This design comes from an exercise in tuning for small area and a short achievable clock period on the open sky130 flow, not from production work.
Where RTL was checked, it was by simulation tests only, not by an equivalence proof against the original.
Function not checked in run 2: the RTL went through the layout flow alone.

## flow/design.v (module list and top-level ports; edited modules follow where they fit)
// module imu_fp: 1969 lines
// module imu_fa: 4 lines
// module imu_ha: 4 lines
module imu_fp (
  input  logic        clk,
  input  logic        rst,
  input  logic [31:0] value,
  input  logic [31:0] row,
  output logic [31:0] data
);
  // ...
==> flow/run.sh <==
#!/bin/bash
# synth_recipe.tcl (not shown) runs the flow's synth.tcl, then flattens the netlist and writes it again
# the make line also repeats each setting of config.mk as NAME=value (left out here)
make -C /OpenROAD-flow-scripts/flow DESIGN_CONFIG=/design/flow/config.mk WORK_HOME=/design/flow/orfs CLKGATE_MAP_FILE= SYNTH_SCRIPT=/design/flow/synth_recipe.tcl finish
==> flow/config.mk <==
export PLATFORM = sky130hd
export DESIGN_NAME = imu_fp
export DESIGN_NICKNAME = imu_fp
export VERILOG_FILES = /design/flow/design.v
export SDC_FILE = /design/flow/constraint.sdc
export NUM_CORES = 4
export LEC_CHECK = 0
export ABC_AREA = 1
export CAP_MARGIN = 20
export CORE_MARGIN = 2
export CORE_UTILIZATION = 60
export CTS_BUF_LIST = sky130_fd_sc_hd__clkbuf_4 sky130_fd_sc_hd__clkbuf_8
export SETUP_SLACK_MARGIN = 4
export SLEW_MARGIN = 20
export SYNTH_HIERARCHICAL = 1
==> flow/constraint.sdc <==
create_clock -name core_clock -period 13.0 [get_ports {clk}]
set_input_delay 2.6000 -clock core_clock [delete_from_list [all_inputs] [get_ports {clk}]]
set_output_delay 2.6000 -clock core_clock [all_outputs]
set_load 0.01 [all_outputs]
==> impl_metrics.tcl, run 1 <==
set metrics [dict create \
    status "finished clean" \
    htreeDepth 2 \
    grt_max_degree 33 \
    utilization_pct 69.3 \
    cts_resized 108 \
    cts_buffers 5 \
    cp-end-kind "register" \
    fill_cells 2252 \
    largest_register_ffs 32 \
    yosys.area_share.simple_pct 13.3 \
    grt_pass1_vias 15214 \
    seq_share_pct 3.45 \
    yosysWarnings 7 \
    synth_top_area_share_pct 31.9 \
    top_layer_used "met5" \
    multi_input_area_share_pct 80.0 \
    drtPass1Iterations 8 \
    cts_sinks 32 \
    grt.met2_usage_pct 63.8 \
    cp-endpoint "data_q[27]$_SDFF_PP0_" \
    die_area_sq_um 28500 \
    critical_path_class "primary input to register" \
    n_clock_buffer 6 \
    timing.final.crit_share_pct 68.1 \
    stdcell_area_sq_um 18600 \
    crit_fanout 12 \
    synth_ff_type "dfxtp_1" \
    worstSetupStartpointType "primary input" \
    diodes 0 \
    fin_crit_ps 8850 \
    syn-cell-area_sq_um 16300 \
    pin_count 98 \
]
==> run 2, diff against run 1 <==
--- a/flow/design.v
+++ b/flow/design.v
@@ -1622,40 +1622,18 @@
   assign ta[46] = c620;
   assign tb[46] = s621;
   assign ta[47] = c622;
   assign tb[47] = s623;
   assign hx = ta[47:23] ^ tb[47:23];
   assign hy = ta[46:23] & tb[46:23];
   assign ux = hx[24:1];
   assign uy = hy[23:0];
-  imu_ha u_u0 (.a(ux[0]), .b(uy[0]), .s(upp[0]), .co(ug[0]));
-  imu_ha u_u1 (.a(ux[1]), .b(uy[1]), .s(upp[1]), .co(ug[1]));
-  imu_ha u_u2 (.a(ux[2]), .b(uy[2]), .s(upp[2]), .co(ug[2]));
-  imu_ha u_u3 (.a(ux[3]), .b(uy[3]), .s(upp[3]), .co(ug[3]));
-  imu_ha u_u4 (.a(ux[4]), .b(uy[4]), .s(upp[4]), .co(ug[4]));
-  imu_ha u_u5 (.a(ux[5]), .b(uy[5]), .s(upp[5]), .co(ug[5]));
-  imu_ha u_u6 (.a(ux[6]), .b(uy[6]), .s(upp[6]), .co(ug[6]));
-  imu_ha u_u7 (.a(ux[7]), .b(uy[7]), .s(upp[7]), .co(ug[7]));
-  imu_ha u_u8 (.a(ux[8]), .b(uy[8]), .s(upp[8]), .co(ug[8]));
-  imu_ha u_u9 (.a(ux[9]), .b(uy[9]), .s(upp[9]), .co(ug[9]));
-  imu_ha u_u10 (.a(ux[10]), .b(uy[10]), .s(upp[10]), .co(ug[10]));
-  imu_ha u_u11 (.a(ux[11]), .b(uy[11]), .s(upp[11]), .co(ug[11]));
-  imu_ha u_u12 (.a(ux[12]), .b(uy[12]), .s(upp[12]), .co(ug[12]));
-  imu_ha u_u13 (.a(ux[13]), .b(uy[13]), .s(upp[13]), .co(ug[13]));
-  imu_ha u_u14 (.a(ux[14]), .b(uy[14]), .s(upp[14]), .co(ug[14]));
-  imu_ha u_u15 (.a(ux[15]), .b(uy[15]), .s(upp[15]), .co(ug[15]));
-  imu_ha u_u16 (.a(ux[16]), .b(uy[16]), .s(upp[16]), .co(ug[16]));
-  imu_ha u_u17 (.a(ux[17]), .b(uy[17]), .s(upp[17]), .co(ug[17]));
-  imu_ha u_u18 (.a(ux[18]), .b(uy[18]), .s(upp[18]), .co(ug[18]));
-  imu_ha u_u19 (.a(ux[19]), .b(uy[19]), .s(upp[19]), .co(ug[19]));
-  imu_ha u_u20 (.a(ux[20]), .b(uy[20]), .s(upp[20]), .co(ug[20]));
-  imu_ha u_u21 (.a(ux[21]), .b(uy[21]), .s(upp[21]), .co(ug[21]));
-  imu_ha u_u22 (.a(ux[22]), .b(uy[22]), .s(upp[22]), .co(ug[22]));
-  imu_ha u_u23 (.a(ux[23]), .b(uy[23]), .s(upp[23]), .co(ug[23]));
+  assign ug = ux & uy;
+  assign upp = ux ^ uy;
   assign ug625 = ug[1] | (upp[1] & ug[0]);
   assign up626 = upp[1] & upp[0];
   assign ug627 = ug[3] | (upp[3] & ug[2]);
   assign up628 = upp[3] & upp[2];
   assign ug629 = ug[5] | (upp[5] & ug[4]);
   assign up630 = upp[5] & upp[4];
   assign ug631 = ug[7] | (upp[7] & ug[6]);
   assign up632 = upp[7] & upp[6];
==> flow/flow/run.sh (new file) <==
#!/bin/bash
# The standard layout (the standard.sh, unchanged), with the port
# buffers that global placement inserts made plain buffers (buf_2) instead of
# the library's default pick, a delay cell.
set -euo pipefail
export BUFFER_PORTS_ARGS="-buffer_cell sky130_fd_sc_hd__buf_2"
bash standard.sh finish > standard_flow.log 2>&1
==> flow/standard.sh (new file) <==
#!/bin/bash
# synth_recipe.tcl (not shown) runs the flow's synth.tcl, then flattens the netlist and writes it again
# the make line also repeats each setting of config.mk as NAME=value (left out here)
make -C /OpenROAD-flow-scripts/flow DESIGN_CONFIG=/design/flow/config.mk WORK_HOME=/design/flow/orfs CLKGATE_MAP_FILE= SYNTH_SCRIPT=/design/flow/synth_recipe.tcl "${@:-finish}"
removed: flow/run.sh
==> impl_metrics.tcl, run 2 <==
set metrics [dict create \
    cts_root_buf "clkbuf_8" \
    largest_register_ffs 32 \
    rows 60 \
    ys_top_cells_by_count "xor2_1 (306), o22ai_1 (263), fa_1 (261), nand2_1 (258), inv_1 (154)" \
    met3_length_microns 5110 \
    fin_cells 2320 \
    critical_path_class "primary input to register" \
    hpwlAfterDp_microns 39700 \
    synthCells 1955 \
    synth-seq-area-share_pct 3.91 \
    synth-seq-cells 32 \
    diodes 0 \
    finalWirelength_microns 53400 \
    synth-edff-count 0 \
    overflow 0 \
    clk_pin_slew_ps 70 \
    largest_register "data_q" \
    timing.final.crit_share_pct 67.6 \
    cts_sinks 32 \
    top_regs "data_q x32" \
    slew_viol_final 0 \
    synthArstFlopShare_pct 0 \
    cts_buffers 5 \
    crit_fanout 24 \
    stdcell_area_sq_um 17700 \
    num_vias 14734 \
    pin_count 98 \
    yosysWarnings 7 \
    wl_met2_microns 25400 \
    wl_per_cell_microns 23.0 \
    fill_cells 2384 \
    mostFrequentLayoutCells "xor2_1 (304), o22ai_1 (261), fa_1 (260), nand2_1 (240), inv_1 (150)" \
    core_sq_um 26900 \
    die_area_sq_um 28600 \
    antenna_found_initial 0 \
    worstSetupStartpointType "primary input" \
    drv_cap 0 \
    top_layer_used "met4" \
    route.detailed.drc 0 \
    initial_core_util_pct 60.9 \
    chipWidth_microns 169 \
    post-place-ws_ps 2560 \
    synth.avg_cell_area_sq_um 8.37 \
    worst_slack_ps 4220 \
    drt-initial-drc-count 1360 \
    cp.arrival_ps 9010 \
    ys_types 53 \
    fmax_mhz 114 \
    relSlewSlack_pct 18.8 \
    synthTopCellsByArea "fa_1 (32%), xor2_1 (16%), ha_1 (11%), o22ai_1 (10%), nand2_1 (5.9%)" \
    critPathRequiredTime_ps 13230 \
    die_h_microns 169 \
    grt_max_degree 39 \
    routabilityCongestion 0.930 \
    gr-usage-all-layers_pct 36.9 \
    yosys.area.top_type "fa_1" \
    grt_pass1_wl_microns 81400 \
    cp-end-kind "register" \
    holdPathEnd "data_q[31]$_SDFF_PP0_" \
    synth_ff_type "dfxtp_1" \
    postPlaceCellArea_sq_um 16900 \
    min_path_cells 2 \
    worst_pin_slew_ps 1210 \
    drtPass1Iterations 6 \
    grt_setup_unrepaired "false" \
    hold_start "row[31]" \
    io_buffers 97 \
    ctsHoldBuffers 0 \
    fin_nets 2445 \
    hold_path.class "primary input to register" \
    htreeDepth 2 \
    vias_per_cell 6.35 \
    tritoncts "done" \
    ant_nets 0 \
    drive_gt1_share_pct 14.2 \
    fin_tns_setup_ps 0 \
    grt_pass1_vias 15004 \
    fin_crit_ps 8780 \
    hold_viol_final 0 \
    synth_top_area_share_pct 31.9 \
    clockBufferDepth 2 \
    wl_met1_microns 19900 \
    syn-cell-area_sq_um 16400 \
    setup_viol 0 \
    status "finished clean" \
    synth_most_common_cell "xor2_1" \
    layout_commonest_cell "xor2_1" \
    area_growth_syn_to_layout_pct 8.23 \
    placedCellCount 2290 \
]
==> run 2: cell count changes after synthesis, sizes merged, moves of 4 or more <==
cell and change:
clkinv +12, nand2 -6, inv -5, nor2 -5
o21ai -5, nand3 -4, xnor2 +4
==> run 2: how the worst max path moves through the flow <==
stage                            end  slack [ps]     start  cells past startpoint
2_1_floorplan   data_q[2]$_SDFF_PP0_        4540    row[9]                     29
3_3_place_gp   data_q[14]$_SDFF_PP0_        2720   row[15]                     28
3_5_place_dp   data_q[14]$_SDFF_PP0_        2560   row[15]                     28
4_1_cts        data_q[28]$_SDFF_PP0_        4000    row[9]                     28
5_1_grt        data_q[18]$_SDFF_PP0_        4010   row[17]                     32
6_report       data_q[14]$_SDFF_PP0_        4220  value[9]                     26
==> run 2: per-layer routing <==
layer | track usage [%] | up-vias
li1 | - | 6565
met1 | 45.3 | 7124
met2 | 61.8 | 836
met3 | 7.93 | 209
met4 | 18.0 | 0
met5 | 0 | -
==> run 2: kinds of logic (layout without fill, tap and decap cells) <==
kind of cell / after synthesis / in the layout / synth area share, %
AND/OR/NAND/NOR: 477 / 479 / 13.3
AO/OA/AOI/OAI: 392 / 392 / 14.5
adder cells (fa/ha/maj): 401 / 401 / 42.6
XOR/XNOR: 325 / 325 / 17.6
other: 2 / 4 / 0.0459
buffers and inverters: 326 / 346 / 7.94
flip-flops: 32 / 32 / 3.91
==> run 2: stage by stage <==
step,hold WS [ps],utilization (%)
2_1_floorplan,2690,-
3_3_place_gp,2800,63.1
3_5_place_dp,2810,63.1
4_1_cts,2490,64.3
5_1_grt,2490,65.9
6_report,2490,65.9
==> run 2: worst max-delay path, stage by stage <==
cell and delay, ps:
buf_2 140, inv_1 720, o22ai_1 220, xor2_1 290, fa_1 500, fa_1 530
fa_1 440, fa_1 560, fa_1 450, ha_1 330, ha_4 320, nand2_1 100
nor2_4 210, nand2_4 120, nor2_8 130, inv_2 80, nor2_4 150, nand3_4 130
nand3_4 160, nand2_8 120, nand2_1 100, nand3_2 80, nor2_4 130, buf_12 120
clkinv_8 110, nor2_1 110
==> run 2: area by class of cell <==
| type | count | area, sq um | area share, % |
|---|---|---|---|
| Clock buffer | 6 | 76.3 | 0.431 |
| Clock inverter | 2 | 35.0 | 0.198 |
| Inverter | 189 | 741 | 4.18 |
| Multi-Input combinational cell | 1601 | 14800 | 83.4 |
| Sequential cell | 32 | 641 | 3.62 |
| Tap cell | 341 | 427 | 2.41 |
| Timing Repair Buffer | 147 | 1010 | 5.73 |
| Timing Repair inverter | 2 | 15.0 | 0.0847 |
==> run 2: per-module statistics from Yosys, one instance, submodules excluded <==
module / copies in the design / cell area [sq um] / cells inside
imu_ha: 69 / 12.5 / 1
imu_fa: 258 / 20.0 / 1
imu_fp: 1 / 10300 / 1628
==> run 2: timing repair <==
item                       in CTS  in global routing
setup buffers                   5                 11
pin swaps                       2                 12
resized for setup              51                 61
setup endpoints to repair      31                 31
cloned                          3                  3

re-timing with driven ports:
No port has a modelled driver above. Below, the same layouts with a new extraction and two added sets of constraints. Step 1, drivers: a clkbuf_16 drives clk and a buf_2 each remaining input, both assumed. Step 2, shift: input delay + t, output delay - t, t = (earliest + latest rising clock arrival at the registers) / 2. This alone moves slack from input paths to output paths. a / b / c = no drivers / after step 1 / after step 2; a / b = the first two.
| run | t, ns | slack for setup (ns) | worst setup path after step 2 | slew at the worst register clock pin (ns) |
|---|---|---|---|---|
| run 1 | 0.329 | 4.152 / 4.152 / 3.823 | input to register | 0.08 / 0.08 |
| run 2 | 0.317 | 4.217 / 4.225 / 3.908 | input to register | 0.07 / 0.07 |
After both steps setup and hold are still met in every run listed. For run 1, which loses most, drivers alone change the setup slack by 0.000 ns; drivers and shift together by -0.329 ns.
